From an optimization exercise on the open Yosys and OpenROAD flow, aimed at small area; shortcuts taken in it are not production practice.
Where RTL was checked, it was by simulation tests only, not by an equivalence proof against the original.
For runs 3 to 6, only the layout was checked, not whether the RTL still works.
Power and IR drop assume default switching activity.

$ cat message.hex
// one character per line in hex, 04 ends the message; all 64 entries listed
48
69
20
74
68
65
72
65
04
04
04
04
04
04
04
04
04
04
04
04
04
04
04
04
04
04
04
04
04
04
04
04
04
04
04
04
04
04
04
04
04
04
04
04
04
04
04
04
04
04
04
04
04
04
04
04
04
04
04
04
04
04
04
04
$ cat run.sh
#!/bin/bash
# synth_recipe.tcl (not shown) runs the flow's synth.tcl, then flattens the netlist and writes it again
# the make line also repeats each setting of config.mk as NAME=value (left out here)
make -C /OpenROAD-flow-scripts/flow DESIGN_CONFIG=/design/flow/config.mk WORK_HOME=/design/flow/orfs CLKGATE_MAP_FILE= SYNTH_SCRIPT=/design/flow/synth_recipe.tcl finish
$ cat config.mk
export PLATFORM = sky130hd
export DESIGN_NAME = text_playback_top
export DESIGN_NICKNAME = text_playback_top
export VERILOG_FILES = /design/flow/design.v
export SDC_FILE = /design/flow/constraint.sdc
export NUM_CORES = 4
export LEC_CHECK = 0
export CAP_MARGIN = 20
export CORE_MARGIN = 2
export CORE_UTILIZATION = 40
export SLEW_MARGIN = 20
$ cat constraint.sdc
create_clock -name core_clock -period 10.0 [get_ports {CLK100MHZ}]
set_input_delay 2.0000 -clock core_clock [delete_from_list [all_inputs] [get_ports {CLK100MHZ}]]
set_output_delay 2.0000 -clock core_clock [all_outputs]
set_load 0.01 [all_outputs]
$ cat design.v
package playback_pkg;
    localparam int DATA_W       = 8;
    localparam int CLKS_PER_BIT = 16;             
    localparam int CLK_CNT_W    = $clog2(CLKS_PER_BIT);
    localparam int FRAME_BITS   = DATA_W + 2;     
    localparam int MSG_DEPTH = 64;
    localparam int MSG_AW    = 6;
    localparam int CAP_DEPTH = 256;
    localparam int CAP_AW    = 8;
    localparam int CNT_W     = CAP_AW + 1;        
    localparam logic [DATA_W-1:0] STOP_CHAR = 8'h04;
    typedef enum logic [2:0] {
        IDLE,
        MSG_READ,     
        MSG_SEND,     
        CAP_READ,     
        CAP_SEND,     
        DONE
    } ctrl_state_t;
endpackage
`timescale 1ns/1ps
module uart_rx (
    input  logic                              CLK100MHZ,
    input  logic                              rst,
    input  logic                              rxd,
    output logic [playback_pkg::DATA_W-1:0]   rx_byte,
    output logic                              rx_strobe,
    output logic                              rx_busy
);
    logic rx_meta;
    logic rx_sync;
    logic rx_prev;                                           
    logic [playback_pkg::CLK_CNT_W-1:0]        clk_cnt;
    logic [$clog2(playback_pkg::DATA_W+3)-1:0] bit_idx;    
    logic [playback_pkg::DATA_W-1:0]           shift;
    logic                                      bit_end;
    assign bit_end = (clk_cnt == playback_pkg::CLK_CNT_W'(playback_pkg::CLKS_PER_BIT - 1));
    always_ff @(posedge CLK100MHZ) begin
        if (rst) begin
            rx_meta <= 1'b1;   
            rx_sync <= 1'b1;
            rx_prev <= 1'b1;
        end else begin
            rx_meta <= rxd;
            rx_sync <= rx_meta;
            rx_prev <= rx_sync;
        end
    end
    always_ff @(posedge CLK100MHZ) begin
        if (rst) begin
            rx_busy   <= 1'b0;
            rx_strobe <= 1'b0;
            clk_cnt   <= '0;
            bit_idx   <= '0;
        end else begin
            rx_strobe <= 1'b0;
            if (!rx_busy) begin
                if (rx_prev && !rx_sync) begin
                    rx_busy <= 1'b1;
                    bit_idx <= '0;
                    clk_cnt <= playback_pkg::CLK_CNT_W'(playback_pkg::CLKS_PER_BIT / 2);
                end
            end else if (bit_end) begin
                clk_cnt <= '0;
                bit_idx <= bit_idx + 1'b1;
                if (bit_idx == 0 && rx_sync) begin
                    rx_busy <= 1'b0;   
                end else if (bit_idx == playback_pkg::DATA_W + 1) begin
                    rx_strobe <= rx_sync;   
                    clk_cnt   <= playback_pkg::CLK_CNT_W'(playback_pkg::CLKS_PER_BIT / 2);
                end else if (bit_idx == playback_pkg::DATA_W + 2) begin
                    rx_busy <= 1'b0;   
                end
            end else begin
                clk_cnt <= clk_cnt + 1'b1;
            end
        end
    end
    always_ff @(posedge CLK100MHZ) begin
        if (rx_busy && bit_end && bit_idx != 0 && bit_idx <= playback_pkg::DATA_W) begin
            shift <= {rx_sync, shift[playback_pkg::DATA_W-1:1]};
        end
        if (rx_busy && bit_end && bit_idx == playback_pkg::DATA_W + 1) begin
            rx_byte <= shift;
        end
    end
endmodule
`timescale 1ns/1ps
module uart_tx (
    input  logic                              CLK100MHZ,
    input  logic                              rst,
    input  logic                              tx_send,
    input  logic [playback_pkg::DATA_W-1:0]   tx_data,
    output logic                              txd,
    output logic                              tx_busy
);
    logic [playback_pkg::FRAME_BITS-1:0]         frame;     
    logic [playback_pkg::CLK_CNT_W-1:0]          clk_cnt;
    logic [$clog2(playback_pkg::FRAME_BITS)-1:0] bit_cnt;
    logic                                        bit_end;
    assign bit_end = (clk_cnt == playback_pkg::CLK_CNT_W'(playback_pkg::CLKS_PER_BIT - 1));
    always_ff @(posedge CLK100MHZ) begin
        if (rst) begin
            tx_busy <= 1'b0;
            clk_cnt <= '0;
            bit_cnt <= '0;
        end else if (!tx_busy) begin
            clk_cnt <= '0;
            bit_cnt <= '0;
            if (tx_send) begin
                tx_busy <= 1'b1;
            end
        end else if (bit_end) begin
            clk_cnt <= '0;
            if (bit_cnt == playback_pkg::FRAME_BITS - 1) begin
                tx_busy <= 1'b0;   
            end else begin
                bit_cnt <= bit_cnt + 1'b1;
            end
        end else begin
            clk_cnt <= clk_cnt + 1'b1;
        end
    end
    always_ff @(posedge CLK100MHZ) begin
        if (tx_send && !tx_busy) begin
            frame <= {1'b1, tx_data, 1'b0};
        end else if (tx_busy && bit_end) begin
            frame <= {1'b1, frame[playback_pkg::FRAME_BITS-1:1]};
        end
    end
    assign txd = tx_busy ? frame[0] : 1'b1;   
endmodule
`timescale 1ns/1ps
module message_rom (
    input  logic                              CLK100MHZ,
    input  logic [playback_pkg::MSG_AW-1:0]   msg_addr,
    output logic [playback_pkg::DATA_W-1:0]   msg_byte
);
    logic [playback_pkg::DATA_W-1:0] mem [playback_pkg::MSG_DEPTH];
    initial begin
        $readmemh("message.hex", mem);
    end
    always_ff @(posedge CLK100MHZ) begin
        msg_byte <= mem[msg_addr];   
    end
endmodule
`timescale 1ns/1ps
module capture_buffer (
    input  logic                              CLK100MHZ,
    input  logic                              rst,
    input  logic                              rxd,
    input  logic [playback_pkg::CAP_AW-1:0]   cap_addr,
    input  logic                              cap_clear,
    output logic [playback_pkg::DATA_W-1:0]   cap_byte,
    output logic [playback_pkg::CNT_W-1:0]    cap_count,
    output logic                              rx_busy
);
    logic [playback_pkg::DATA_W-1:0] mem [playback_pkg::CAP_DEPTH];
    logic [playback_pkg::DATA_W-1:0] rx_byte;
    logic                            rx_strobe;
    logic [playback_pkg::CAP_AW-1:0] wr_ptr;
    logic                            full;
    logic                            wr_en;
    uart_rx u_rx (
        .CLK100MHZ (CLK100MHZ),
        .rst       (rst),
        .rxd       (rxd),
        .rx_byte   (rx_byte),
        .rx_strobe (rx_strobe),
        .rx_busy   (rx_busy)
    );
    assign full  = (cap_count == playback_pkg::CNT_W'(playback_pkg::CAP_DEPTH));
    assign wr_en = rx_strobe && !full && !cap_clear;   
    always_ff @(posedge CLK100MHZ) begin
        if (rst || cap_clear) begin
            wr_ptr    <= '0;
            cap_count <= '0;
        end else if (wr_en) begin
            wr_ptr    <= wr_ptr + 1'b1;
            cap_count <= cap_count + 1'b1;
        end
    end
    always_ff @(posedge CLK100MHZ) begin
        if (wr_en) begin
            mem[wr_ptr] <= rx_byte;
        end
        if (wr_en && (wr_ptr == cap_addr)) begin
            cap_byte <= rx_byte;
        end else begin
            cap_byte <= mem[cap_addr];
        end
    end
endmodule
`timescale 1ns/1ps
module playback_ctrl (
    input  logic                              CLK100MHZ,
    input  logic                              rst,
    input  logic                              play_msg,
    input  logic                              play_capture,
    input  logic [playback_pkg::DATA_W-1:0]   msg_byte,
    input  logic [playback_pkg::DATA_W-1:0]   cap_byte,
    input  logic [playback_pkg::CNT_W-1:0]    cap_count,
    output logic [playback_pkg::MSG_AW-1:0]   msg_addr,
    output logic [playback_pkg::CAP_AW-1:0]   cap_addr,
    output logic                              cap_clear,
    output logic                              txd,
    output logic                              tx_busy
);
    playback_pkg::ctrl_state_t state;
    playback_pkg::ctrl_state_t state_nxt;
    logic [playback_pkg::MSG_AW:0]   msg_ptr;   
    logic [playback_pkg::CNT_W-1:0]  cap_ptr;
    logic                            tx_send;
    logic [playback_pkg::DATA_W-1:0] tx_data;
    logic                            msg_end;
    assign msg_addr = msg_ptr[playback_pkg::MSG_AW-1:0];
    assign cap_addr = cap_ptr[playback_pkg::CAP_AW-1:0];
    assign msg_end  = (msg_ptr == (playback_pkg::MSG_AW + 1)'(playback_pkg::MSG_DEPTH));
    assign tx_data  = (state == playback_pkg::CAP_READ) ? cap_byte : msg_byte;
    uart_tx u_tx (
        .CLK100MHZ (CLK100MHZ),
        .rst       (rst),
        .tx_send   (tx_send),
        .tx_data   (tx_data),
        .txd       (txd),
        .tx_busy   (tx_busy)
    );
    always_comb begin
        state_nxt = state;
        tx_send   = 1'b0;
        case (state)
            playback_pkg::IDLE: begin
                if (play_msg) begin
                    state_nxt = playback_pkg::MSG_READ;   
                end else if (play_capture) begin
                    state_nxt = playback_pkg::CAP_READ;
                end
            end
            playback_pkg::MSG_READ: begin
                if (msg_byte == playback_pkg::STOP_CHAR) begin
                    state_nxt = playback_pkg::DONE;
                end else if (!tx_busy) begin
                    tx_send   = 1'b1;
                    state_nxt = playback_pkg::MSG_SEND;
                end
            end
            playback_pkg::MSG_SEND: begin
                if (!tx_busy) begin
                    state_nxt = msg_end ? playback_pkg::DONE : playback_pkg::MSG_READ;
                end
            end
            playback_pkg::CAP_READ: begin
                if (cap_ptr == cap_count) begin
                    state_nxt = playback_pkg::DONE;   
                end else if (!tx_busy) begin
                    tx_send   = 1'b1;
                    state_nxt = playback_pkg::CAP_SEND;
                end
            end
            playback_pkg::CAP_SEND: begin
                if (!tx_busy) begin
                    state_nxt = playback_pkg::CAP_READ;
                end
            end
            playback_pkg::DONE: state_nxt = playback_pkg::IDLE;
            default:            state_nxt = playback_pkg::IDLE;
        endcase
    end
    always_ff @(posedge CLK100MHZ) begin
        if (rst) begin
            state     <= playback_pkg::IDLE;
            msg_ptr   <= '0;
            cap_ptr   <= '0;
            cap_clear <= 1'b0;
        end else begin
            state <= state_nxt;
            cap_clear <= (state == playback_pkg::CAP_READ) && (state_nxt == playback_pkg::DONE);
            if (state == playback_pkg::DONE) begin
                msg_ptr <= '0;
                cap_ptr <= '0;
            end else if (tx_send && state == playback_pkg::MSG_READ) begin
                msg_ptr <= msg_ptr + 1'b1;   
            end else if (tx_send && state == playback_pkg::CAP_READ) begin
                cap_ptr <= cap_ptr + 1'b1;
            end
        end
    end
endmodule
`timescale 1ns/1ps
module text_playback_top (
    input  logic                              CLK100MHZ,
    input  logic                              rst,
    input  logic                              rxd,
    input  logic                              play_msg,
    input  logic                              play_capture,
    output logic                              txd,
    output logic                              tx_busy,
    output logic                              rx_busy,
    output logic [playback_pkg::CNT_W-1:0]    bytes_loaded
);
    logic [playback_pkg::MSG_AW-1:0] msg_addr;
    logic [playback_pkg::DATA_W-1:0] msg_byte;
    logic [playback_pkg::CAP_AW-1:0] cap_addr;
    logic [playback_pkg::DATA_W-1:0] cap_byte;
    logic                            cap_clear;
    message_rom u_msg_rom (
        .CLK100MHZ (CLK100MHZ),
        .msg_addr  (msg_addr),
        .msg_byte  (msg_byte)
    );
    capture_buffer u_cap_buf (
        .CLK100MHZ (CLK100MHZ),
        .rst       (rst),
        .rxd       (rxd),
        .cap_addr  (cap_addr),
        .cap_clear (cap_clear),
        .cap_byte  (cap_byte),
        .cap_count (bytes_loaded),   
        .rx_busy   (rx_busy)
    );
    playback_ctrl u_ctrl (
        .CLK100MHZ    (CLK100MHZ),
        .rst          (rst),
        .play_msg     (play_msg),
        .play_capture (play_capture),
        .msg_byte     (msg_byte),
        .cap_byte     (cap_byte),
        .cap_count    (bytes_loaded),
        .msg_addr     (msg_addr),
        .cap_addr     (cap_addr),
        .cap_clear    (cap_clear),
        .txd          (txd),
        .tx_busy      (tx_busy)
    );
endmodule
==> flow_summary.yaml, run 1 <==
placement:
  place_area_mm2: 0.0868
  dp_hpwl_um: 131000
  post-place-cells: 6788
  gp_congestion: 0.857
  port_buffers: 16
synth:
  yosys.area.top_type: "edfxtp_1"
  synthArstFlopShare: 0
  yosys-top-cells-area: "edfxtp_1 (74%), mux4_2 (13%), dfxtp_1 (1.8%)"
  yosys.cell_types.count: 75
  ys_seq_area_frac: 0.761
  yosys_register_bits: 2147
  yosys_most_used_dff: "edfxtp_1"
  synthCells: 4135
  synth.avg_cell_area_um2: 20.2
  syn-num-nets: 4160
  syn-cell-area_mm2: 0.0837
  synth_top_area_share: 0.743
  yosysWarnings: 5
  synth_edf_count: 2072
clocking:
  ctsHoldBuffers: 0
  clk_latency_ns: 0.86
  root_buffer: "clkbuf_16"
  clkTransAtPathRegs_ns: 0.06
  cts_buffer_depth: 3
  cts_setup_buffers: 0
  cts_resized: 0
  numCtsBuffers: 206
  tritoncts: "done"
  cts.sink_count: 2147
  htree_num_levels: 4
setup_path:
  r2r_end: "u_ctrl.u_tx.frame[3]"
  r2r_slack_ns: 5.19
  cp_max_fo: 42
  required_ns: 10.58
  critPathKind: "flip-flop to flip-flop"
  worstPathArrival_ns: 5.39
  worst-r2r-cell-count: 8
  worstSetupEndpointType: "flip-flop"
  worstSetupStartpointType: "flip-flop"
floorplanning:
  row_count: 167
  die_area_mm2: 0.213
  die_x_um: 461
  core_area_mm2: 0.207
  num_io_pins: 17
  initial_core_util: 0.403
  fp.dieH_um: 461
timing:
  rsz0062_at_grt: "no"
  setup_viol: 0
  fmax_ghz: 0.208
  hold_slack_ns: 0.412
  period_needed_ns: 4.81
  slew_violations: 0
  setup_tns_ns: 0
  slew_headroom: 0.172
  post-route-period-util: 0.481
  finalHoldViolations: 0
  tightest_slew_ns: 1.24
  fin_worst_skew_ns: 0.0320
worst_hold_path:
  worst_hold_path.endpoint: "u_cap_buf.u_rx.rx_sync"
  min_from: "u_cap_buf.u_rx.rx_meta"
  hold_path_class: "flip-flop to flip-flop"
  hold_depth: 1
grt:
  grt_pass1_vias: 41467
  top_usage_layer: "met2"
  grt_util_all_layers: 0.206
  grt_overflow: 0
  met1_usage: 0.293
  grt_pass1_wl_um: 313000
  grt_max_degree: 242
  antenna_found_initial: 5
  met3_usage: 0.0380
  use_met2: 0.322
routing:
  wl_per_cell_um: 30.6
  finalWirelength_um: 220000
  viasPerCell: 5.86
  drt_iter0_drc: 5495
  drc: 0
  firstDrtPassIters: 5
  postRouteAntennaNets: 0
  dr_total_vias: 42077
cells_and_area:
  stdcell_count: 7186
  finalNetCount: 4235
  area.growth.synth_to_final_pct: 12.0
  nFillCells: 17383
  finalInstanceArea_mm2: 0.0937
  drive_above_1_share: 0.207
pwr:
  peakVddDrop_v: 0.000175
  total_power_uw: 17800
  p_leak_uw: 0.0277
  power.density_mw_per_mm2: 190
flow_run:
  drv_cap: 0
outcome:
  status: "complete, no violations"
## per-stage QoR
stage                util  setup slack [ns]
floorplan               -              5.95
global placement    0.418              5.16
detailed placement  0.418              5.14
CTS                 0.451              5.14
global route        0.452              4.88
finish              0.452              5.19
## registers in the layout, summed over array words and instances (netlist names), named ones only
name,count
u_cap_buf.u_rx.rx_meta,1
u_ctrl.u_tx.clk_cnt,4
u_cap_buf.u_rx.bit_idx,4
u_cap_buf.u_rx.shift,8
u_cap_buf.wr_ptr,8
u_ctrl.cap_clear,1
u_ctrl.state,3
u_msg_rom.msg_byte,7
u_ctrl.u_tx.bit_cnt,4
u_ctrl.cap_ptr,9
u_ctrl.u_tx.tx_busy,1
u_ctrl.u_tx.frame,9
u_cap_buf.u_rx.rx_byte,8
u_ctrl.msg_ptr,7
u_cap_buf.u_rx.rx_strobe,1
u_cap_buf.cap_count,9
u_cap_buf.u_rx.rx_sync,1
u_cap_buf.mem,2048
u_cap_buf.u_rx.clk_cnt,4
u_cap_buf.u_rx.rx_prev,1
u_cap_buf.u_rx.rx_busy,1
## metal layers
metal / part of all wire / vias up
met5: 0 / -
met4: 0.029 / 0
met3: 0.083 / 345
met2: 0.47 / 1991
met1: 0.42 / 22566
li1: - / 17175
## how the worst max path moves through the flow
| stage | from | endpoint | slack [ns] | cells after the start |
|---|---|---|---|---|
| global route | flip-flop | u_ctrl.u_tx.frame[3] | 4.88 | 8 |
| floorplan | u_cap_buf.u_rx.rx_byte[0] | u_cap_buf.mem[0][0] | 5.95 | 0 |
| detailed placement | flip-flop | u_ctrl.u_tx.frame[3] | 5.14 | 8 |
| CTS | flip-flop | u_ctrl.u_tx.frame[3] | 5.14 | 8 |
| global placement | flip-flop | u_ctrl.u_tx.frame[3] | 5.16 | 8 |
| finish | flip-flop | u_ctrl.u_tx.frame[3] | 5.19 | 8 |
## worst max-delay path, stage by stage (launching register included)
cell,delay [ns]
dfxtp_4,0.89
buf_4,0.61
buf_4,0.77
mux4_2,0.61
a22o_1,0.24
a221oi_1,0.22
o2111ai_1,0.15
nor3_1,0.87
o41ai_1,0.12
## cells in the mapped netlist (4+ instances only)
library cell  instances
a311oi_1              4
or3_1                 6
nand2_1             126
nand3_1              70
a221oi_1             20
ha_1                 20
buf_4                27
mux4_2              483
dfxtp_1              75
nor2_1              375
a31oi_1              12
a21oi_1              75
nor4_1                9
or2_2                 6
mux2i_1              99
nor2b_1              27
a2111oi_0             8
buf_6                27
nand4_1              17
o31ai_1              10
and3_1               16
a22oi_1              75
mux2_2                9
xnor2_1              21
mux4_1               15
clkbuf_1            100
edfxtp_1           2072
a211oi_1             11
nand2b_1             14
o221ai_1             15
o211ai_1              7
xor2_1               19
nor3_1               26
buf_12                5
inv_1                22
buf_2                59
o21ai_0              28
o2111ai_1             7
a22o_1               11
o22ai_1              31
and2_1               10
buf_1                17
## power breakdown
part           total, µW  switching [µW]  internal (µW)
clock               7930            3420           4500
combinational        131            80.5           51.0
sequential          9770            39.6           9730
total              17800            3540          14300
## logic make-up after synthesis
| kind of cell | share of synthesized area |
|---|---|
| buffers and inverters | 0.0173 |
| muxes | 0.148 |
| DFF | 0.761 |
| and+or+nand+nor | 0.0376 |
| AOI/OAI and AO/OA | 0.0288 |
| adders and majority gates | 0.00299 |
| xor gates and xnor gates | 0.00419 |
## final cells by class
cell class / instances / area, µm² / area share
Sequential cell: 2147 / 63700 / 0.680
Multi-Input combinational cell: 1728 / 18600 / 0.198
Clock buffer: 248 / 5400 / 0.0576
Tap cell: 2788 / 3490 / 0.0372
Clock inverter: 143 / 1460 / 0.0155
Timing Repair Buffer: 104 / 977 / 0.0104
Inverter: 23 / 86.3 / 0.000921
Antenna cell: 5 / 12.5 / 0.000134
## layout by cell type, fill, tap and decap left out, types with 38 or more instances in the layout
master / count
mux2i_1: 99
nor2_1: 373
a21oi_1: 75
buf_4: 74
dfxtp_1: 70
nand2_1: 126
clkinv_1: 54
nand3_1: 70
mux4_2: 483
clkbuf_16: 210
edfxtp_1: 2072
clkbuf_1: 38
a22oi_1: 75
==> run 2, diff against run 1 <==
--- a/design.v
+++ b/design.v
@@ -9,4 +9,5 @@
     localparam int CAP_AW    = 8;
     localparam int CNT_W     = CAP_AW + 1;        
+    localparam int RING_LW   = 1;                 
     localparam logic [DATA_W-1:0] STOP_CHAR = 8'h04;
     typedef enum logic [2:0] {
@@ -141,7 +142,5 @@
         $readmemh("message.hex", mem);
     end
-    always_ff @(posedge CLK100MHZ) begin
-        msg_byte <= mem[msg_addr];   
-    end
+    assign msg_byte = mem[msg_addr];
 endmodule
 `timescale 1ns/1ps
@@ -156,10 +155,22 @@
     output logic                              rx_busy
 );
-    logic [playback_pkg::DATA_W-1:0] mem [playback_pkg::CAP_DEPTH];
-    logic [playback_pkg::DATA_W-1:0] rx_byte;
+    localparam int W    = playback_pkg::DATA_W;
+    localparam int LW   = playback_pkg::RING_LW;             
+    localparam int LN   = 1 << LW;                           
+    localparam int GW   = playback_pkg::CAP_AW - LW;         
+    localparam int S    = 1 << GW;                           
+    localparam int SW   = W * LN;                            
+    logic [W-1:0]                    rx_byte;
     logic                            rx_strobe;
     logic [playback_pkg::CAP_AW-1:0] wr_ptr;
     logic                            full;
     logic                            wr_en;
+    logic [SW*S-1:0]                 ring;        
+    logic [SW-1:0]                   ring_in;     
+    logic [GW-1:0]                   phase;       
+    logic                            pend;        
+    logic [playback_pkg::CAP_AW-1:0] pend_addr;
+    logic                            pend_go;
+    logic [W-1:0]                    rd_byte;
     uart_rx u_rx (
         .CLK100MHZ (CLK100MHZ),
@@ -170,25 +181,51 @@
         .rx_busy   (rx_busy)
     );
-    assign full  = (cap_count == playback_pkg::CNT_W'(playback_pkg::CAP_DEPTH));
-    assign wr_en = rx_strobe && !full && !cap_clear;   
+    assign wr_ptr = cap_count[playback_pkg::CAP_AW-1:0];
+    assign full   = cap_count[playback_pkg::CAP_AW];
+    assign wr_en  = rx_strobe && !full && !cap_clear;   
     always_ff @(posedge CLK100MHZ) begin
         if (rst || cap_clear) begin
-            wr_ptr    <= '0;
             cap_count <= '0;
         end else if (wr_en) begin
-            wr_ptr    <= wr_ptr + 1'b1;
             cap_count <= cap_count + 1'b1;
         end
     end
     always_ff @(posedge CLK100MHZ) begin
+        if (rst) begin
+            phase <= '0;
+        end else begin
+            phase <= phase + 1'b1;
+        end
+    end
+    assign pend_go = pend && (phase == pend_addr[playback_pkg::CAP_AW-1:LW]);
+    always_comb begin
+        ring_in = ring[SW*(S-1) +: SW];
+        for (int l = 0; l < LN; l++) begin
+            if (pend_go && pend_addr[LW-1:0] == LW'(l)) begin
+                ring_in[W*l +: W] = rx_byte;
+            end
+        end
+    end
+    always_ff @(posedge CLK100MHZ) begin
+        ring <= {ring[SW*(S-1)-1:0], ring_in};
+    end
+    always_ff @(posedge CLK100MHZ) begin
+        if (rst) begin
+            pend <= 1'b0;
+        end else if (wr_en) begin
+            pend <= 1'b1;
+        end else if (pend_go) begin
+            pend <= 1'b0;
+        end
         if (wr_en) begin
-            mem[wr_ptr] <= rx_byte;
+            pend_addr <= wr_ptr;
         end
-        if (wr_en && (wr_ptr == cap_addr)) begin
-            cap_byte <= rx_byte;
-        end else begin
-            cap_byte <= mem[cap_addr];
+    end
+    always_ff @(posedge CLK100MHZ) begin
+        if (phase == cap_addr[playback_pkg::CAP_AW-1:LW]) begin
+            rd_byte <= ring_in[W*cap_addr[LW-1:0] +: W];
         end
     end
+    assign cap_byte = (pend && pend_addr == cap_addr) ? rx_byte : rd_byte;
 endmodule
 `timescale 1ns/1ps
==> flow_summary.yaml, run 2 <==
outcome:
  status: "complete, no violations"
routing:
  drt_iter0_drc: 748
  drc: 0
  firstDrtPassIters: 4
  wl_per_cell_um: 11.4
  postRouteAntennaNets: 0
  viasPerCell: 3.82
  finalWirelength_um: 50200
  dr_total_vias: 16882
synth:
  synthSimpleGateAreaFrac: 0.0221
  yosys_most_used_dff: "dfxtp_1"
  synth.most_common_cell: "dfxtp_1"
  synth.avg_cell_area_um2: 18.0
  ys_seq_area_frac: 0.935
  yosys-top-cells-count: "dfxtp_1 (2,115), nor2_1 (58), edfxtp_1 (40)"
  yosysWarnings: 5
  synth-compound-area-share: 0.0156
  yosys_register_bits: 2155
  synth_fa_ha_area_frac: 0.00349
  post_synth_xor_area_fraction: 0.0118
  synthArstFlopShare: 0
  syn-cell-area_mm2: 0.0466
  synth_top_family_by_area: "simple AND/OR/NAND/NOR gates"
  yosys.cell_types.count: 66
  yosys-top-cells-area: "dfxtp_1 (91%), edfxtp_1 (2.6%), xor2_1 (0.56%)"
  synthCells: 2592
  synth_top_area_share: 0.909
  synth_edf_count: 40
  synthMuxAreaShare: 0.00691
  syn-num-nets: 2610
  yosys.area.top_type: "dfxtp_1"
setup_path:
  worstSetupEndpointType: "output port"
  worstSetupStartpointType: "flip-flop"
  worstPathArrival_ns: 1.91
  critPathBufInv: 1
  slowest_delay_ns: 0.61
  critPathKind: "flip-flop to output port"
  cp_top_family: "buffers and inverters"
  required_ns: 8.00
  cp_max_fo: 11
  cp_slowest_cell: "clkdlybuf4s50_1"
  path_cells: "clkdlybuf4s50_1"
  r2r_slack_ns: 7.18
cells_and_area:
  num_antenna_cells: 0
  mostFrequentLayoutCells: "dfxtp_1 (2,115), clkbuf_16 (180), nor2_1 (58)"
  layout_commonest_cell: "dfxtp_1"
  finalNetCount: 2773
  stdcell_count: 4420
  nFillCells: 9694
  largest_register_ffs: 2048
  top_register: "u_cap_buf.ring"
  drive_above_1_share: 0.108
  area.growth.synth_to_final_pct: 16.9
grt:
  antenna_found_initial: 1
  grt_util_all_layers: 0.0872
  grt_max_degree: 31
  grt_overflow: 0
  grt_pass1_vias: 16805
  grt_pass1_wl_um: 85800
floorplanning:
  die_x_um: 345
  initial_core_util: 0.402
  core_area_mm2: 0.116
  die_area_mm2: 0.119
  num_io_pins: 17
  fp.dieH_um: 345
  row_count: 125
clocking:
  cts_buffer_depth: 3
  numCtsBuffers: 177
  clkTransAtPathRegs_ns: 0.06
  tritoncts: "done"
  cts.sink_count: 2155
  ctsHoldBuffers: 0
  cts_resized: 0
  cts_setup_buffers: 0
  htree_num_levels: 4
  root_buffer: "clkbuf_16"
  clk_latency_ns: 0.74
placement:
  dp_hpwl_um: 24400
  gp_congestion: 0.725
  post-place-cells: 4100
  port_buffers: 16
pwr:
  peakVddDrop_v: 0.000192
  seq_power_share: 0.556
  netSwitchingFraction: 0.194
  internal_power_uw: 12600
  power.net_switching_uw: 3030
  power.density_mw_per_mm2: 287
  power_frac_clock: 0.436
  p_comb_frac: 0.009
  p_leak_uw: 0.0214
timing:
  finalHoldViolations: 0
  slew_headroom: 0.446
  tightest_slew_ns: 0.829
  post-route-period-util: 0.391
  setup_viol: 0
  fin_worst_skew_ns: 0.0207
  fmax_ghz: 0.256
  setup_tns_ns: 0
  period_needed_ns: 3.91
  rsz0062_at_grt: "no"
  slew_violations: 0
flow_run:
  drv_cap: 0
worst_hold_path:
  hold_path_class: "flip-flop to flip-flop"
## run 2: cell count changes after synthesis, sizes merged, moves of 96 or more
cell / before / now
buf: 136 / 21
dfxtp: 75 / 2115
edfxtp: 2072 / 40
mux4: 498 / 0
nand2: 126 / 30
nor2: 377 / 59
## run 2: logic make-up (layout without fill, tap and decap cells)
| logic type | after synthesis | after routing |
|---|---|---|
| DFF | 2155 | 2155 |
| AOI/OAI and AO/OA | 105 | 105 |
| xor gates and xnor gates | 54 | 54 |
| muxes | 27 | 27 |
| adders and majority gates | 13 | 13 |
| buffers and inverters | 48 | 352 |
| and+or+nand+nor | 190 | 190 |
## run 2: worst paths after layout
kind | startpoint | endpoint | cells after the start
worst min register to register | u_cap_buf.ring[1338] | u_cap_buf.ring[1354] | 0
worst max register to register | u_ctrl.cap_ptr[0] | u_ctrl.u_tx.frame[6] | 5
worst min-delay path | u_cap_buf.ring[1338] | u_cap_buf.ring[1354] | 0
worst max-delay path | u_ctrl.u_tx.tx_busy | tx_busy | 1
## run 2: per-layer routing
layer | GRT usage | part of all wire | vias up
li1 | - | - | 8637
met1 | 0.134 | 0.56 | 7887
met2 | 0.107 | 0.36 | 218
met3 | 0.0250 | 0.048 | 140
met4 | 0.0488 | 0.032 | 0
met5 | 0 | 0 | -
## run 2: per-stage QoR
step	setup slack (ns)	hold WS [ns]	cell area, µm²	power (µW)	util
floorplan	7.08	0.310	46600	8960	-
global placement	6.08	0.310	48500	9010	0.418
detailed placement	6.06	0.312	48500	9010	0.418
CTS	6.00	0.307	54400	15800	0.469
global route	5.97	0.314	54400	16200	0.469
finish	6.09	0.310	54400	15600	0.469
## run 2: power by group through the flow
stage | Clock (µW) | Sequential, µW | Combinational (µW)
finish | 6800 | 8680 | 135
global route | 7370 | 8680 | 152
CTS | 7030 | 8680 | 138
detailed placement | 0 | 8870 | 137
global placement | 0 | 8870 | 138
floorplan | 0 | 8850 | 114
## run 2: layout make-up
type                            count  area, µm²  area share
Sequential cell                  2155      43500       0.800
Clock buffer                      266       5240      0.0963
Multi-Input combinational cell    389       2790      0.0513
Tap cell                         1524       1910      0.0350
Clock inverter                     54        704      0.0129
Timing Repair Buffer               19        183     0.00336
Inverter                           13       48.8    0.000897
==> run 3, diff against run 2 <==
--- a/design.v
+++ b/design.v
@@ -17,5 +17,6 @@
         CAP_READ,     
         CAP_SEND,     
-        DONE
+        MSG_DONE,
+        CAP_DONE      
     } ctrl_state_t;
 endpackage
@@ -96,7 +97,6 @@
     output logic                              tx_busy
 );
-    logic [playback_pkg::FRAME_BITS-1:0]         frame;     
+    logic [playback_pkg::FRAME_BITS-1:0]         frame;
     logic [playback_pkg::CLK_CNT_W-1:0]          clk_cnt;
-    logic [$clog2(playback_pkg::FRAME_BITS)-1:0] bit_cnt;
     logic                                        bit_end;
     assign bit_end = (clk_cnt == playback_pkg::CLK_CNT_W'(playback_pkg::CLKS_PER_BIT - 1));
@@ -104,19 +104,13 @@
         if (rst) begin
             tx_busy <= 1'b0;
-            clk_cnt <= '0;
-            bit_cnt <= '0;
         end else if (!tx_busy) begin
+            tx_busy <= tx_send;
+        end else if (bit_end && frame[playback_pkg::FRAME_BITS-1:1] == '0) begin
+            tx_busy <= 1'b0;   
+        end
+    end
+    always_ff @(posedge CLK100MHZ) begin
+        if (rst || !tx_busy) begin
             clk_cnt <= '0;
-            bit_cnt <= '0;
-            if (tx_send) begin
-                tx_busy <= 1'b1;
-            end
-        end else if (bit_end) begin
-            clk_cnt <= '0;
-            if (bit_cnt == playback_pkg::FRAME_BITS - 1) begin
-                tx_busy <= 1'b0;   
-            end else begin
-                bit_cnt <= bit_cnt + 1'b1;
-            end
         end else begin
             clk_cnt <= clk_cnt + 1'b1;
@@ -127,8 +121,8 @@
             frame <= {1'b1, tx_data, 1'b0};
         end else if (tx_busy && bit_end) begin
-            frame <= {1'b1, frame[playback_pkg::FRAME_BITS-1:1]};
+            frame <= {1'b0, frame[playback_pkg::FRAME_BITS-1:1]};
         end
     end
-    assign txd = tx_busy ? frame[0] : 1'b1;   
+    assign txd = frame[0] || !tx_busy;   
 endmodule
 `timescale 1ns/1ps
@@ -150,4 +144,5 @@
     input  logic                              rxd,
     input  logic [playback_pkg::CAP_AW-1:0]   cap_addr,
+    input  logic                              cap_last,    
     input  logic                              cap_clear,
     output logic [playback_pkg::DATA_W-1:0]   cap_byte,
@@ -164,4 +159,5 @@
     logic                            rx_strobe;
     logic [playback_pkg::CAP_AW-1:0] wr_ptr;
+    logic [playback_pkg::CAP_AW-1:0] wr_last;    
     logic                            full;
     logic                            wr_en;
@@ -170,5 +166,4 @@
     logic [GW-1:0]                   phase;       
     logic                            pend;        
-    logic [playback_pkg::CAP_AW-1:0] pend_addr;
     logic                            pend_go;
     logic [W-1:0]                    rd_byte;
@@ -181,7 +176,8 @@
         .rx_busy   (rx_busy)
     );
-    assign wr_ptr = cap_count[playback_pkg::CAP_AW-1:0];
-    assign full   = cap_count[playback_pkg::CAP_AW];
-    assign wr_en  = rx_strobe && !full && !cap_clear;   
+    assign wr_ptr  = cap_count[playback_pkg::CAP_AW-1:0];
+    assign wr_last = wr_ptr - 1'b1;
+    assign full    = cap_count[playback_pkg::CAP_AW];
+    assign wr_en   = rx_strobe && !full && !cap_clear;   
     always_ff @(posedge CLK100MHZ) begin
         if (rst || cap_clear) begin
@@ -198,9 +194,9 @@
         end
     end
-    assign pend_go = pend && (phase == pend_addr[playback_pkg::CAP_AW-1:LW]);
+    assign pend_go = pend && (phase == wr_last[GW-1:0]);
     always_comb begin
         ring_in = ring[SW*(S-1) +: SW];
         for (int l = 0; l < LN; l++) begin
-            if (pend_go && pend_addr[LW-1:0] == LW'(l)) begin
+            if (pend_go && wr_last[playback_pkg::CAP_AW-1:GW] == LW'(l)) begin
                 ring_in[W*l +: W] = rx_byte;
             end
@@ -211,5 +207,5 @@
     end
     always_ff @(posedge CLK100MHZ) begin
-        if (rst) begin
+        if (rst || cap_clear) begin
             pend <= 1'b0;
         end else if (wr_en) begin
@@ -218,14 +214,11 @@
             pend <= 1'b0;
         end
-        if (wr_en) begin
-            pend_addr <= wr_ptr;
-        end
     end
     always_ff @(posedge CLK100MHZ) begin
-        if (phase == cap_addr[playback_pkg::CAP_AW-1:LW]) begin
-            rd_byte <= ring_in[W*cap_addr[LW-1:0] +: W];
+        if (phase == cap_addr[GW-1:0]) begin
+            rd_byte <= ring_in[W*cap_addr[playback_pkg::CAP_AW-1:GW] +: W];
         end
     end
-    assign cap_byte = (pend && pend_addr == cap_addr) ? rx_byte : rd_byte;
+    assign cap_byte = (pend && cap_last) ? rx_byte : rd_byte;
 endmodule
 `timescale 1ns/1ps
@@ -240,4 +233,5 @@
     output logic [playback_pkg::MSG_AW-1:0]   msg_addr,
     output logic [playback_pkg::CAP_AW-1:0]   cap_addr,
+    output logic                              cap_last,
     output logic                              cap_clear,
     output logic                              txd,
@@ -246,13 +240,18 @@
     playback_pkg::ctrl_state_t state;
     playback_pkg::ctrl_state_t state_nxt;
-    logic [playback_pkg::MSG_AW:0]   msg_ptr;   
-    logic [playback_pkg::CNT_W-1:0]  cap_ptr;
+    logic [playback_pkg::CNT_W-1:0]  ptr;
+    logic [playback_pkg::CNT_W-1:0]  ptr_inc;
+    logic                            cap_mode;
     logic                            tx_send;
     logic [playback_pkg::DATA_W-1:0] tx_data;
     logic                            msg_end;
-    assign msg_addr = msg_ptr[playback_pkg::MSG_AW-1:0];
-    assign cap_addr = cap_ptr[playback_pkg::CAP_AW-1:0];
-    assign msg_end  = (msg_ptr == (playback_pkg::MSG_AW + 1)'(playback_pkg::MSG_DEPTH));
+    assign ptr_inc  = ptr + 1'b1;
+    assign cap_mode = (state == playback_pkg::CAP_READ) || (state == playback_pkg::CAP_SEND);
+    assign msg_addr = ptr[playback_pkg::MSG_AW-1:0];
+    assign cap_addr = cap_mode ? ptr[playback_pkg::CAP_AW-1:0] : '0;
+    assign cap_last = (ptr_inc[playback_pkg::CAP_AW-1:0] == cap_count[playback_pkg::CAP_AW-1:0]);
+    assign msg_end  = ptr[playback_pkg::MSG_AW];   
     assign tx_data  = (state == playback_pkg::CAP_READ) ? cap_byte : msg_byte;
+    assign cap_clear = (state == playback_pkg::CAP_DONE);
     uart_tx u_tx (
         .CLK100MHZ (CLK100MHZ),
@@ -276,5 +275,5 @@
             playback_pkg::MSG_READ: begin
                 if (msg_byte == playback_pkg::STOP_CHAR) begin
-                    state_nxt = playback_pkg::DONE;
+                    state_nxt = playback_pkg::MSG_DONE;
                 end else if (!tx_busy) begin
                     tx_send   = 1'b1;
@@ -284,10 +283,10 @@
             playback_pkg::MSG_SEND: begin
                 if (!tx_busy) begin
-                    state_nxt = msg_end ? playback_pkg::DONE : playback_pkg::MSG_READ;
+                    state_nxt = msg_end ? playback_pkg::MSG_DONE : playback_pkg::MSG_READ;
                 end
             end
             playback_pkg::CAP_READ: begin
-                if (cap_ptr == cap_count) begin
-                    state_nxt = playback_pkg::DONE;   
+                if (ptr == cap_count) begin
+                    state_nxt = playback_pkg::CAP_DONE;   
                 end else if (!tx_busy) begin
                     tx_send   = 1'b1;
@@ -300,24 +299,17 @@
                 end
             end
-            playback_pkg::DONE: state_nxt = playback_pkg::IDLE;
-            default:            state_nxt = playback_pkg::IDLE;
+            default: state_nxt = playback_pkg::IDLE;   
         endcase
     end
     always_ff @(posedge CLK100MHZ) begin
         if (rst) begin
-            state     <= playback_pkg::IDLE;
-            msg_ptr   <= '0;
-            cap_ptr   <= '0;
-            cap_clear <= 1'b0;
+            state <= playback_pkg::IDLE;
+            ptr   <= '0;
         end else begin
             state <= state_nxt;
-            cap_clear <= (state == playback_pkg::CAP_READ) && (state_nxt == playback_pkg::DONE);
-            if (state == playback_pkg::DONE) begin
-                msg_ptr <= '0;
-                cap_ptr <= '0;
-            end else if (tx_send && state == playback_pkg::MSG_READ) begin
-                msg_ptr <= msg_ptr + 1'b1;   
-            end else if (tx_send && state == playback_pkg::CAP_READ) begin
-                cap_ptr <= cap_ptr + 1'b1;
+            if (state == playback_pkg::MSG_DONE || state == playback_pkg::CAP_DONE) begin
+                ptr <= '0;
+            end else if (tx_send) begin
+                ptr <= ptr_inc;   
             end
         end
@@ -340,4 +332,5 @@
     logic [playback_pkg::CAP_AW-1:0] cap_addr;
     logic [playback_pkg::DATA_W-1:0] cap_byte;
+    logic                            cap_last;
     logic                            cap_clear;
     message_rom u_msg_rom (
@@ -351,4 +344,5 @@
         .rxd       (rxd),
         .cap_addr  (cap_addr),
+        .cap_last  (cap_last),
         .cap_clear (cap_clear),
         .cap_byte  (cap_byte),
@@ -366,4 +360,5 @@
         .msg_addr     (msg_addr),
         .cap_addr     (cap_addr),
+        .cap_last     (cap_last),
         .cap_clear    (cap_clear),
         .txd          (txd),
--- a/config.mk
+++ b/config.mk
@@ -8,4 +8,7 @@
 export CAP_MARGIN = 20
 export CORE_MARGIN = 2
-export CORE_UTILIZATION = 40
+export CORE_UTILIZATION = 60
+export CTS_BUF_LIST = sky130_fd_sc_hd__clkbuf_8
+export CTS_CLUSTER_DIAMETER = 40
+export CTS_CLUSTER_SIZE = 20
 export SLEW_MARGIN = 20
==> flow_summary.yaml, run 3 <==
placement:
  port_buffers: 16
  preCtsSetupSlack_ns: 5.94
  gp_congestion: 0.767
  dp_hpwl_um: 25900
floorplanning:
  initial_core_util: 0.606
  fp.dieH_um: 281
  row_count: 101
  die_area_mm2: 0.0791
  num_io_pins: 17
  core_area_mm2: 0.0761
  die_x_um: 281
pwr:
  total_power_uw: 13300
  peakVddDrop_v: 0.000170
  p_leak_uw: 0.0202
  power.density_mw_per_mm2: 262
synth:
  yosys-top-cells-count: "dfxtp_1 (2,104), nor2_1 (61), a21oi_1 (34)"
  synthArstFlopShare: 0
  synth.avg_cell_area_um2: 17.7
  yosys.cell_types.count: 68
  synth_edf_count: 32
  synthCells: 2603
  yosys_register_bits: 2136
  syn-num-nets: 2618
  yosys-top-cells-area: "dfxtp_1 (91%), edfxtp_1 (2.1%), nor2_1 (0.50%)"
  synth.most_common_cell: "dfxtp_1"
  ys_seq_area_frac: 0.934
  synth_top_area_share: 0.913
  yosys_most_used_dff: "dfxtp_1"
  yosys.area.top_type: "dfxtp_1"
  yosysWarnings: 5
  syn-cell-area_mm2: 0.0461
routing:
  wl_per_cell_um: 12.9
  finalWirelength_um: 50000
  firstDrtPassIters: 5
  drc: 0
  drt_iter0_drc: 795
  postRouteAntennaNets: 0
  viasPerCell: 4.38
  dr_total_vias: 16981
timing:
  post-route-period-util: 0.424
  tightest_slew_ns: 1.05
  setup_tns_ns: 0
  fin_worst_skew_ns: 0.0529
  period_needed_ns: 4.24
  rsz0062_at_grt: "no"
  setup_ws_ns: 5.76
  fmax_ghz: 0.236
  slew_headroom: 0.298
  setup_viol: 0
  slew_violations: 0
  finalHoldViolations: 0
clocking:
  numCtsBuffers: 157
  ctsHoldBuffers: 0
  clk_latency_ns: 0.81
  clkTransAtPathRegs_ns: 0.10
  htree_num_levels: 4
  cts_setup_buffers: 0
  cts_buffer_depth: 3
  cts.sink_count: 2136
  cts_resized: 0
  tritoncts: "done"
  root_buffer: "clkbuf_8"
cells_and_area:
  area.growth.synth_to_final_pct: 10.1
  mostFrequentLayoutCells: "dfxtp_1 (2,104), clkbuf_8 (170), nor2_1 (61)"
  multi_input_area_mm2: 0.00277
  final_util: 0.668
  regArea_mm2: 0.0431
  nFillCells: 5162
  layout_commonest_cell: "dfxtp_1"
  finalNetCount: 2750
  largest_register_ffs: 2048
  largest_registers: "u_cap_buf.ring (2048), u_ctrl.u_tx.frame (10)"
  drive_above_1_share: 0.106
  top_register: "u_cap_buf.ring"
setup_path:
  worstPathArrival_ns: 2.24
  worstSetupStartpointType: "flip-flop"
  cp_top_family: "flip-flops"
  slowest_delay_ns: 0.77
  required_ns: 8.00
  critPathKind: "flip-flop to output port"
  worstSetupEndpointType: "output port"
  worst-r2r-cell-count: 6
  cp_slowest_cell: "dfxtp_1"
  r2r_start: "u_cap_buf.cap_count[2]"
  r2r_slack_ns: 6.65
  path_cells: "clkdlybuf4s50_1"
  r2r_end: "u_cap_buf.rd_byte[7]"
  cp_max_fo: 17
  critPathBufInv: 1
grt:
  grt_pass1_vias: 16811
  grt_util_all_layers: 0.131
  grt_max_degree: 29
  grt_overflow: 0
  grt_pass1_wl_um: 83800
  antenna_found_initial: 1
worst_hold_path:
  hold_path_class: "flip-flop to flip-flop"
  min_from: "u_cap_buf.ring[1803]"
  worst_hold_path.endpoint: "u_cap_buf.ring[1819]"
  hold_depth: 0
flow_run:
  drv_cap: 0
outcome:
  status: "complete, no violations"
==> run 3: changes by cell type after synthesis, sizes merged, moves of 8 or more <==
cell and change:
dfxtp -11, buf -9, edfxtp -8, clkbuf +18, a21oi +8
==> run 3: per-layer routing <==
metal / track usage / share of wire / wire length [µm] / vias to the layer above
met5: 0 / 0 / 0 / -
met4: 0.0683 / 0.029 / 1460 / 0
met3: 0.0326 / 0.045 / 2240 / 122
met2: 0.172 / 0.39 / 19200 / 268
met1: 0.200 / 0.54 / 27000 / 8016
li1: - / - / - / 8575
==> run 3: logic make-up after synthesis <==
logic type / count (synthesis) / share of synthesized area
XOR/XNOR: 45 / 0.00855
AO/OA/AOI/OAI: 109 / 0.0169
multiplexers: 30 / 0.00705
flip-flops: 2136 / 0.934
buffers and inverters: 63 / 0.00570
AND/OR/NAND/NOR: 210 / 0.0249
adder cells (fa/ha/maj): 10 / 0.00271
==> run 3: report_power, final <==
part	leakage, µW	internal [µW]	total (µW)	switching (µW)
Combinational	0.00123	48.9	127	77.9
Clock	0.00172	1870	4590	2710
Sequential	0.0172	8550	8580	30.6
Total	0.0202	10500	13300	2820
==> run 3: worst max path at each step <==
stage,cells after the start,slack (ns),from,to
6_report,1,5.76,u_cap_buf.cap_count[3],bytes_loaded[3]
5_1_grt,1,5.62,u_cap_buf.cap_count[3],bytes_loaded[3]
4_1_cts,1,5.65,u_cap_buf.cap_count[3],bytes_loaded[3]
3_5_place_dp,6,5.94,rst,u_ctrl.msg_byte[4]
3_3_place_gp,6,5.94,rst,u_ctrl.msg_byte[4]
2_1_floorplan,5,6.74,rst,u_ctrl.msg_byte[4]
==> run 3: final cells by class <==
class | count | area share
tap | 1030 | 0.0254
sequential | 2136 | 0.848
inverter | 19 | 0.00140
antenna | 1 | 0.0000493
multi-input combinational | 404 | 0.0546
timing repair buffer | 17 | 0.00330
clock buffer | 170 | 0.0461
clock inverter | 102 | 0.0210
==> run 3: through the flow <==
step	cells	hold WS, ns	cell area (µm²)
global placement	3606	0.311	47400
CTS	3878	0.259	50800
global route	3879	0.267	50800
detailed placement	3606	0.312	47400
finish	3879	0.279	50800
floorplan	2603	0.310	46100
==> run 4, diff against run 3 <==
--- a/config.mk
+++ b/config.mk
@@ -9,6 +9,6 @@
 export CORE_MARGIN = 2
 export CORE_UTILIZATION = 60
-export CTS_BUF_LIST = sky130_fd_sc_hd__clkbuf_8
+export CTS_BUF_LIST = sky130_fd_sc_hd__clkbuf_4
 export CTS_CLUSTER_DIAMETER = 40
-export CTS_CLUSTER_SIZE = 20
+export CTS_CLUSTER_SIZE = 10
 export SLEW_MARGIN = 20
==> flow_summary.yaml, run 4 <==
setup_path:
  cp_top_family: "flip-flops"
  worst-r2r-cell-count: 6
  cp_slowest_cell: "dfxtp_1"
  critPathBufInv: 1
  required_ns: 8.00
  worstSetupEndpointType: "output port"
  worstPathArrival_ns: 2.47
  path_cells: "clkdlybuf4s50_1"
  cp.depth: 1
  critPathKind: "flip-flop to output port"
  cp_max_fo: 17
  worstSetupStartpointType: "flip-flop"
  slowest_delay_ns: 0.78
pwr:
  total_power_uw: 12200
  power.density_mw_per_mm2: 248
  power_frac_clock: 0.289
  p_comb_frac: 0.010
  seq_power_share: 0.700
  power.net_switching_uw: 2480
  peakVddDrop_v: 0.000133
  p_leak_uw: 0.0197
  netSwitchingFraction: 0.202
  internal_power_uw: 9770
synth:
  syn-num-nets: 2618
  syn-cell-area_mm2: 0.0461
  synth_top_area_share: 0.913
  synthCells: 2603
  synthArstFlopShare: 0
  yosys.area.top_type: "dfxtp_1"
  synth.most_common_cell: "dfxtp_1"
  yosys-top-cells-area: "dfxtp_1 (91%), edfxtp_1 (2.1%), nor2_1 (0.50%)"
  ys_seq_area_frac: 0.934
  yosys.cell_types.count: 68
  synth.avg_cell_area_um2: 17.7
  yosys-top-cells-count: "dfxtp_1 (2,104), nor2_1 (61), a21oi_1 (34)"
  synth_edf_count: 32
  yosys_register_bits: 2136
  yosys_most_used_dff: "dfxtp_1"
  yosysWarnings: 5
worst_hold_path:
  hold_path_class: "flip-flop to flip-flop"
  hold_depth: 0
clocking:
  clk_latency_ns: 1.07
  ctsHoldBuffers: 0
  tritoncts: "done"
  cts_buffer_depth: 3
  cts_setup_buffers: 0
  htree_num_levels: 4
  root_buffer: "clkbuf_4"
  numCtsBuffers: 237
  cts_resized: 0
  clkTransAtPathRegs_ns: 0.11
  cts.sink_count: 2136
timing:
  hold_slack_ns: 0.260
  slew_headroom: 0.304
  period_needed_ns: 4.47
  setup_viol: 0
  fin_worst_skew_ns: 0.0785
  fmax_ghz: 0.224
  post-route-period-util: 0.447
  finalHoldViolations: 0
  setup_tns_ns: 0
  rsz0062_at_grt: "no"
  slew_violations: 0
  tightest_slew_ns: 1.04
floorplanning:
  initial_core_util: 0.606
  row_count: 101
  die_x_um: 281
  num_io_pins: 17
  die_area_mm2: 0.0791
  core_area_mm2: 0.0761
  fp.dieH_um: 281
cells_and_area:
  final_util: 0.650
  layout_commonest_cell: "dfxtp_1"
  area.growth.synth_to_final_pct: 7.28
  drive_above_1_share: 0.108
  nFillCells: 5431
  mostFrequentLayoutCells: "dfxtp_1 (2,104), clkbuf_4 (248), nor2_1 (61)"
  multi_input_area_mm2: 0.00277
  largest_register_ffs: 2048
  finalInstanceArea_mm2: 0.0495
  largest_registers: "u_cap_buf.ring (2048), u_ctrl.u_tx.frame (10)"
  finalNetCount: 2830
  top_register: "u_cap_buf.ring"
  regArea_mm2: 0.0431
grt:
  grt_overflow: 0
  grt_pass1_vias: 17737
  antenna_found_initial: 3
  grt_util_all_layers: 0.134
  grt_max_degree: 29
  grt_pass1_wl_um: 86000
routing:
  dr_total_vias: 17298
  top_layer_used: "met4"
  postRouteAntennaNets: 0
  finalWirelength_um: 50200
  met1_length_um: 26900
  drt_iter0_drc: 781
  drc: 0
  met2_length_um: 19700
  route.met3.wl_um: 2330
  wl_per_cell_um: 12.9
  firstDrtPassIters: 7
  viasPerCell: 4.45
placement:
  gp_congestion: 0.767
  dp_hpwl_um: 25900
  port_buffers: 16
  place_area_mm2: 0.0474
flow_run:
  drv_cap: 0
outcome:
  status: "complete, no violations"
run 4: cell counts after synthesis:
Identical to the previous run, type by type.
run 4: final timing paths:
path	startpoint	endpoint	slack [ns]
setup / recovery	u_cap_buf.cap_count[3]	bytes_loaded[3]	5.53
hold reg to reg	u_cap_buf.ring[2004]	u_cap_buf.ring[2020]	0.26
setup reg to reg	u_cap_buf.cap_count[2]	u_cap_buf.rd_byte[0]	6.66
hold / removal	u_cap_buf.ring[2004]	u_cap_buf.ring[2020]	0.26
run 4: power groups by stage:
stage	sequential, µW	combinational, µW	clock [µW]
after floorplan	8760	105	0
after global placement	8770	121	0
after detailed placement	8770	125	0
after CTS	8580	126	3750
after global routing	8580	140	4100
final	8580	127	3540
run 4: metal layers:
layer	track usage	vias to the layer above
met5	0	-
li1	-	8718
met2	0.177	301
met3	0.0398	117
met1	0.200	8162
met4	0.0693	0
run 4: cell type report:
class,count,area share
sequential,2136,0.871
multi-input combinational,404,0.0561
clock buffer,248,0.0376
tap,1030,0.0260
clock inverter,25,0.00445
timing repair buffer,17,0.00339
inverter,19,0.00144
antenna,5,0.000253
run 4: cells by family (layout without fill, tap and decap cells):
kind of cell               count (synthesis)  count (layout)  synth area share
muxes                                     30              30           0.00705
buffers and inverters                     63             309           0.00570
other                                      0               5                 0
DFF                                     2136            2136             0.934
xor gates and xnor gates                  45              45           0.00855
and+or+nand+nor                          210             210            0.0249
adders and majority gates                 10              10           0.00271
AOI/OAI and AO/OA                        109             109            0.0169
run 4: through the flow:
step,setup slack (ns),instances
2_1_floorplan,6.74,2603
3_3_place_gp,5.94,3606
3_5_place_dp,5.94,3606
4_1_cts,5.36,3879
5_1_grt,5.33,3881
6_report,5.53,3884
==> run 5, diff against run 4 <==
==> flow/run.sh (new file) <==
#!/bin/bash
# Standard layout with a leaner clock tree: no dummy loads for balancing,
# mid-size clock buffers, and single-drive buffers on the ports.
cp standard.sh standard_sh.txt 2>/dev/null
export CTS_ARGS="-sink_clustering_enable -repair_clock_nets -dont_use_dummy_load -buf_list sky130_fd_sc_hd__clkbuf_8 -sink_clustering_size 20 -sink_clustering_max_diameter 40"
export BUFFER_PORTS_ARGS="-buffer_cell sky130_fd_sc_hd__buf_1"
bash standard.sh > standard.log 2>&1
==> standard.sh (new file) <==
#!/bin/bash
# synth_recipe.tcl (not shown) runs the flow's synth.tcl, then flattens the netlist and writes it again
# the make line also repeats each setting of config.mk as NAME=value (left out here)
make -C /OpenROAD-flow-scripts/flow DESIGN_CONFIG=/design/flow/config.mk WORK_HOME=/design/flow/orfs CLKGATE_MAP_FILE= SYNTH_SCRIPT=/design/flow/synth_recipe.tcl "${@:-finish}"
--- a/config.mk
+++ b/config.mk
@@ -9,6 +9,3 @@
 export CORE_MARGIN = 2
 export CORE_UTILIZATION = 60
-export CTS_BUF_LIST = sky130_fd_sc_hd__clkbuf_4
-export CTS_CLUSTER_DIAMETER = 40
-export CTS_CLUSTER_SIZE = 10
 export SLEW_MARGIN = 20
removed: run.sh
==> flow_summary.yaml, run 5 <==
setup_path:
  cp_slowest_cell: "dfxtp_1"
  required_ns: 8.00
  critPathKind: "flip-flop to output port"
  cp_top_family: "flip-flops"
  path_cells: "buf_1"
  slowest_delay_ns: 0.71
  worstSetupEndpointType: "output port"
  critPathBufInv: 1
  cp_max_fo: 17
  worstPathArrival_ns: 1.65
  worstSetupStartpointType: "flip-flop"
floorplanning:
  core_area_mm2: 0.0761
  die_area_mm2: 0.0791
  row_count: 101
  fp.dieH_um: 281
  die_x_um: 281
  initial_core_util: 0.606
  num_io_pins: 17
routing:
  drt_iter0_drc: 687
  dr_total_vias: 16810
  firstDrtPassIters: 5
  drc: 0
  wl_per_cell_um: 13.2
  viasPerCell: 4.47
  postRouteAntennaNets: 0
  finalWirelength_um: 49500
clocking:
  numCtsBuffers: 155
  cts_setup_buffers: 0
  ctsHoldBuffers: 0
  cts_resized: 0
  tritoncts: "done"
  root_buffer: "clkbuf_8"
  cts.sink_count: 2136
  cts_buffer_depth: 3
  clk_latency_ns: 0.76
  clkTransAtPathRegs_ns: 0.10
  htree_num_levels: 4
synth:
  yosys_register_bits: 2136
  yosys.area.top_type: "dfxtp_1"
  yosys-top-cells-count: "dfxtp_1 (2,104), nor2_1 (61), a21oi_1 (34)"
  yosysWarnings: 5
  syn-num-nets: 2618
  ys_seq_area_frac: 0.934
  synth.avg_cell_area_um2: 17.7
  yosys-top-cells-area: "dfxtp_1 (91%), edfxtp_1 (2.1%), nor2_1 (0.50%)"
  synthCells: 2603
  yosys_most_used_dff: "dfxtp_1"
  synth_top_area_share: 0.913
  yosys.cell_types.count: 68
  syn-cell-area_mm2: 0.0461
  synth.most_common_cell: "dfxtp_1"
  synthArstFlopShare: 0
  synth_edf_count: 32
timing:
  fmax_ghz: 0.274
  rsz0062_at_grt: "no"
  post-route-period-util: 0.365
  setup_ws_ns: 6.35
  setup_viol: 0
  fin_worst_skew_ns: 0.0942
  finalHoldViolations: 0
  tightest_slew_ns: 1.01
  setup_tns_ns: 0
  slew_headroom: 0.322
  hold_slack_ns: 0.268
  period_needed_ns: 3.65
  slew_violations: 0
placement:
  dp_hpwl_um: 26200
  preCtsSetupSlack_ns: 6.29
  port_buffers: 16
  gp_congestion: 0.761
pwr:
  seq_power_share: 0.694
  netSwitchingFraction: 0.192
  power_frac_clock: 0.296
  power.density_mw_per_mm2: 250
  p_leak_uw: 0.0195
  total_power_uw: 12400
  p_comb_frac: 0.010
  peakVddDrop_v: 0.000148
  power.net_switching_uw: 2370
  internal_power_uw: 9980
cells_and_area:
  layout_commonest_cell: "dfxtp_1"
  top_register: "u_cap_buf.ring"
  nFillCells: 5345
  area.growth.synth_to_final_pct: 7.16
  largest_registers: "u_cap_buf.ring (2048), u_ctrl.u_tx.frame (10)"
  drive_above_1_share: 0.0696
  finalNetCount: 2748
  largest_register_ffs: 2048
  mostFrequentLayoutCells: "dfxtp_1 (2,104), clkbuf_8 (155), nor2_1 (61)"
grt:
  grt_pass1_vias: 16890
  grt_pass1_wl_um: 83700
  grt_overflow: 0
  grt_util_all_layers: 0.130
  antenna_found_initial: 2
  grt_max_degree: 29
worst_hold_path:
  hold_path_class: "flip-flop to flip-flop"
flow_run:
  drv_cap: 0
outcome:
  status: "complete, no violations"
run 5: cell counts after synthesis:
Identical to the previous run, type by type.
run 5: power groups by stage:
stage	logic, µW	registers (µW)	clock network, µW
3_5_place_dp	121	8770	0
3_3_place_gp	118	8770	0
5_1_grt	136	8580	4130
6_report	123	8580	3650
2_1_floorplan	105	8760	0
4_1_cts	121	8580	3820
run 5: kinds of logic (layout without fill, tap and decap cells):
| group | after synthesis | after routing | synth area share |
|---|---|---|---|
| buf+inv | 63 | 191 | 0.00570 |
| fa+ha+maj | 10 | 10 | 0.00271 |
| simple gates | 210 | 210 | 0.0249 |
| xor+xnor | 45 | 45 | 0.00855 |
| other cells | 0 | 1 | 0 |
| mux | 30 | 30 | 0.00705 |
| compound gates | 109 | 109 | 0.0169 |
| flops | 2136 | 2136 | 0.934 |
run 5: layer usage:
metal | up-vias | GRT usage | part of all wire
li1 | 8429 | - | -
met1 | 7987 | 0.198 | 0.54
met2 | 259 | 0.173 | 0.38
met3 | 135 | 0.0331 | 0.047
met4 | 0 | 0.0641 | 0.032
met5 | - | 0 | 0
run 5: final cells by class:
type / count / area [µm²] / share of cell area
sequential: 2136 / 43100 / 0.872
tap: 1030 / 1290 / 0.0261
clock buffer: 155 / 2130 / 0.0432
inverter: 19 / 71.3 / 0.00144
timing repair buffer: 17 / 67.6 / 0.00137
antenna: 1 / 2.50 / 0.0000506
multi-input combinational: 404 / 2770 / 0.0561
run 5: stage by stage:
stage           util  std cells  instance area, µm²
2_1_floorplan      -       2603               46100
3_3_place_gp   0.622       3606               47300
3_5_place_dp   0.622       3606               47300
4_1_cts        0.650       3761               49400
5_1_grt        0.650       3762               49400
6_report       0.650       3762               49400
run 5: final timing paths:
| kind | startpoint | to | slack [ns] | depth (start not counted) |
|---|---|---|---|---|
| setup / recovery | u_cap_buf.cap_count[3] | bytes_loaded[3] | 6.35 | 1 |
| hold reg to reg | u_cap_buf.ring[1974] | u_cap_buf.ring[1990] | 0.27 | 0 |
| hold / removal | u_cap_buf.ring[1974] | u_cap_buf.ring[1990] | 0.27 | 0 |
| setup reg to reg | u_cap_buf.cap_count[2] | u_cap_buf.rd_byte[3] | 6.69 | 6 |
==> run 6, diff against run 5 <==
--- a/config.mk
+++ b/config.mk
@@ -6,6 +6,7 @@
 export NUM_CORES = 4
 export LEC_CHECK = 0
+export ABC_AREA = 1
 export CAP_MARGIN = 20
 export CORE_MARGIN = 2
-export CORE_UTILIZATION = 60
+export CORE_UTILIZATION = 70
 export SLEW_MARGIN = 20
==> flow_summary.yaml, run 6 <==
outcome:
  status: "complete, no violations"
clocking:
  cts.sink_count: 2136
  clk_latency_ns: 0.81
  root_buffer: "clkbuf_8"
  tritoncts: "done"
  cts_buffer_depth: 3
  clkTransAtPathRegs_ns: 0.12
  htree_num_levels: 4
  cts_resized: 0
  cts_setup_buffers: 0
  ctsHoldBuffers: 0
  numCtsBuffers: 144
grt:
  grt_overflow: 0
  antenna_found_initial: 4
  grt_max_degree: 25
  grt_util_all_layers: 0.211
  grt_pass1_vias: 18595
  grt_pass1_wl_um: 107000
setup_path:
  endpoint: "txd"
  cp_max_fo: 5
  required_ns: 8.00
  cp.depth: 3
  cp_slowest_cell: "dfxtp_1"
  slowest_delay_ns: 0.42
  r2r_end: "u_cap_buf.rd_byte[3]"
  critPathBufInv: 2
  worst-r2r-cell-count: 12
  critPathKind: "flip-flop to output port"
  r2r_start: "u_cap_buf.cap_count[0]"
  worstSetupEndpointType: "output port"
  critPathLaunch: "u_ctrl.u_tx.tx_busy"
  cp_top_family: "flip-flops"
  worstPathArrival_ns: 1.83
  worstSetupStartpointType: "flip-flop"
  r2r_slack_ns: 7.04
  path_cells: "inv_1, or2_2, buf_1"
routing:
  postRouteAntennaNets: 0
  dr_total_vias: 17110
  drt_iter0_drc: 943
  drc: 0
  finalWirelength_um: 67800
  firstDrtPassIters: 7
  viasPerCell: 4.63
  wl_per_cell_um: 18.3
placement:
  dp_hpwl_um: 38100
  port_buffers: 16
  gp_congestion: 0.824
  preCtsSetupSlack_ns: 5.46
pwr:
  p_leak_uw: 0.0195
  total_power_uw: 12700
  peakVddDrop_v: 0.000188
  power.density_mw_per_mm2: 258
timing:
  setup_tns_ns: 0
  finalHoldViolations: 0
  setup_viol: 0
  fmax_ghz: 0.261
  slew_violations: 0
  setup_ws_ns: 6.17
  period_needed_ns: 3.83
  hold_slack_ns: 0.271
  rsz0062_at_grt: "no"
  slew_headroom: 0.451
  post-route-period-util: 0.383
  fin_worst_skew_ns: 0.107
  tightest_slew_ns: 0.822
floorplanning:
  die_area_mm2: 0.0677
  num_io_pins: 17
  core_area_mm2: 0.0647
  die_x_um: 260
  row_count: 93
  fp.dieH_um: 260
  initial_core_util: 0.710
cells_and_area:
  top_register: "u_cap_buf.ring"
  final_util: 0.757
  finalNetCount: 2860
  area.growth.synth_to_final_pct: 6.66
  largest_register_ffs: 2048
  largest_registers: "u_cap_buf.ring (2048), u_ctrl.u_tx.frame (10)"
  layout_commonest_cell: "dfxtp_1"
  mostFrequentLayoutCells: "dfxtp_1 (2,104), clkbuf_8 (144), nand2_1 (125)"
  drive_above_1_share: 0.0651
synth:
  yosys_register_bits: 2136
  syn-cell-area_mm2: 0.0459
  yosys.cell_types.count: 40
  syn-num-nets: 2708
  synth_top_area_share: 0.917
  synth.avg_cell_area_um2: 17.1
  synth.most_common_cell: "dfxtp_1"
  synthCells: 2693
  ys_seq_area_frac: 0.938
  yosys.area.top_type: "dfxtp_1"
  yosysWarnings: 5
  yosys-top-cells-area: "dfxtp_1 (92%), edfxtp_1 (2.1%), nand2_1 (1.0%)"
  synth_edf_count: 32
  yosys-top-cells-count: "dfxtp_1 (2,104), nand2_1 (125), inv_1 (94)"
  yosys_most_used_dff: "dfxtp_1"
  synthArstFlopShare: 0
worst_hold_path:
  min_from: "u_cap_buf.ring[1092]"
  hold_path_class: "flip-flop to flip-flop"
flow_run:
  drv_cap: 0
==> run 6: cell count changes after synthesis, moves of 12 or more <==
cell	delta
nand2_1	+100
inv_1	+75
nand3_1	+42
clkbuf_1	-28
and2_1	+13
mux2i_1	-13
nor3_1	-13
o21ai_0	+13
mux2_2	-12
nand2b_1	-12
xnor2_1	-12
==> run 6: worst register-to-register path: stages (launching register included) <==
cell,delay [ns]
dfxtp_1,0.48
inv_1,0.15
ha_1,0.35
or2_2,0.30
a21oi_1,0.14
nand3_1,0.09
nor2_1,0.10
nand3_1,0.15
nor2_4,0.40
nand3_2,0.30
nand2_1,0.18
nand3_1,0.09
nand2_1,0.09
==> run 6: cell type report <==
type	count	area [µm²]
sequential	2136	43100
fill	3322	15700
multi-input combinational	444	2410
clock buffer	144	1980
tap	855	1070
inverter	102	385
timing repair buffer	17	67.6
antenna	1	2.50
==> run 6: logic make-up (layout without fill, tap and decap cells) <==
kind of cell    after synthesis  count (layout)  synth area share
fa+ha+maj                    10              10           0.00272
flops                      2136            2136             0.938
other cells                   0               1                 0
compound gates               78              78           0.00937
xor+xnor                     32              32           0.00684
simple gates                324             324            0.0333
buf+inv                     113             263           0.00991
==> run 6: layer usage <==
metal | part of all wire | track usage | vias up
met1 | 0.45 | 0.283 | 8094
met2 | 0.49 | 0.352 | 331
met3 | 0.039 | 0.0390 | 133
met4 | 0.022 | 0.0678 | 2
met5 | 0.00019 | 0 | -
li1 | - | - | 8550
==> run 6: worst min-delay path by stage <==
stage,cells past startpoint,to,slack (ns)
final,0,u_cap_buf.ring[1108],0.27
after global routing,0,u_cap_buf.ring[1108],0.27
after CTS,0,u_cap_buf.ring[1108],0.27
after detailed placement,0,u_cap_buf.ring[102],0.31
after global placement,0,u_cap_buf.ring[759],0.31
after floorplan,0,u_cap_buf.ring[1000],0.31
==> run 6: per-stage QoR <==
stage	area [µm²]	std cells
finish	49000	3699
global route	49000	3698
CTS	49000	3698
detailed placement	47000	3554
global placement	47000	3554
floorplan	45900	2693
==> run 6: power by group <==
part           internal [µW]  leakage (µW)  switching, µW
registers               8580        0.0173           64.1
logic                    111       0.00119            260
clock network           1300       0.00104           2340

separate check: timing with driven ports:
In the flow no input, the clock included, has a driving cell. The finished layouts below were timed again as built, in two steps.
Step 1 sets driving cells, clkbuf_16 on the clock port and buf_2 on the other inputs (assumed; they add their load-dependent delay and slew).
Step 2 moves the port delays by t, midway between the first and last clock arrival at a register: inputs arrive t later, outputs are due t later. That takes back most of the time a late clock gives input paths.
Three values: ideal, step 1, step 2; two values: the first two.
run	t (ns)	setup WS [ns]	worst data-port slew with drivers (ns)
run 1	0.928	5.188 / 5.188 / 5.188	0.04
run 2	0.794	6.088 / 6.024 / 6.045	0.03
run 3	0.845	5.764 / 5.704 / 5.896	0.03
run 4	1.092	5.527 / 5.467 / 5.949	0.03
run 5	0.794	6.348 / 6.288 / 6.258	0.03
run 6	0.813	6.171 / 6.114 / 5.542	0.04
After both steps every run listed still meets setup and hold. For run 6, which loses most, drivers alone change the setup slack by -0.057 ns; drivers and shift together by -0.629 ns.
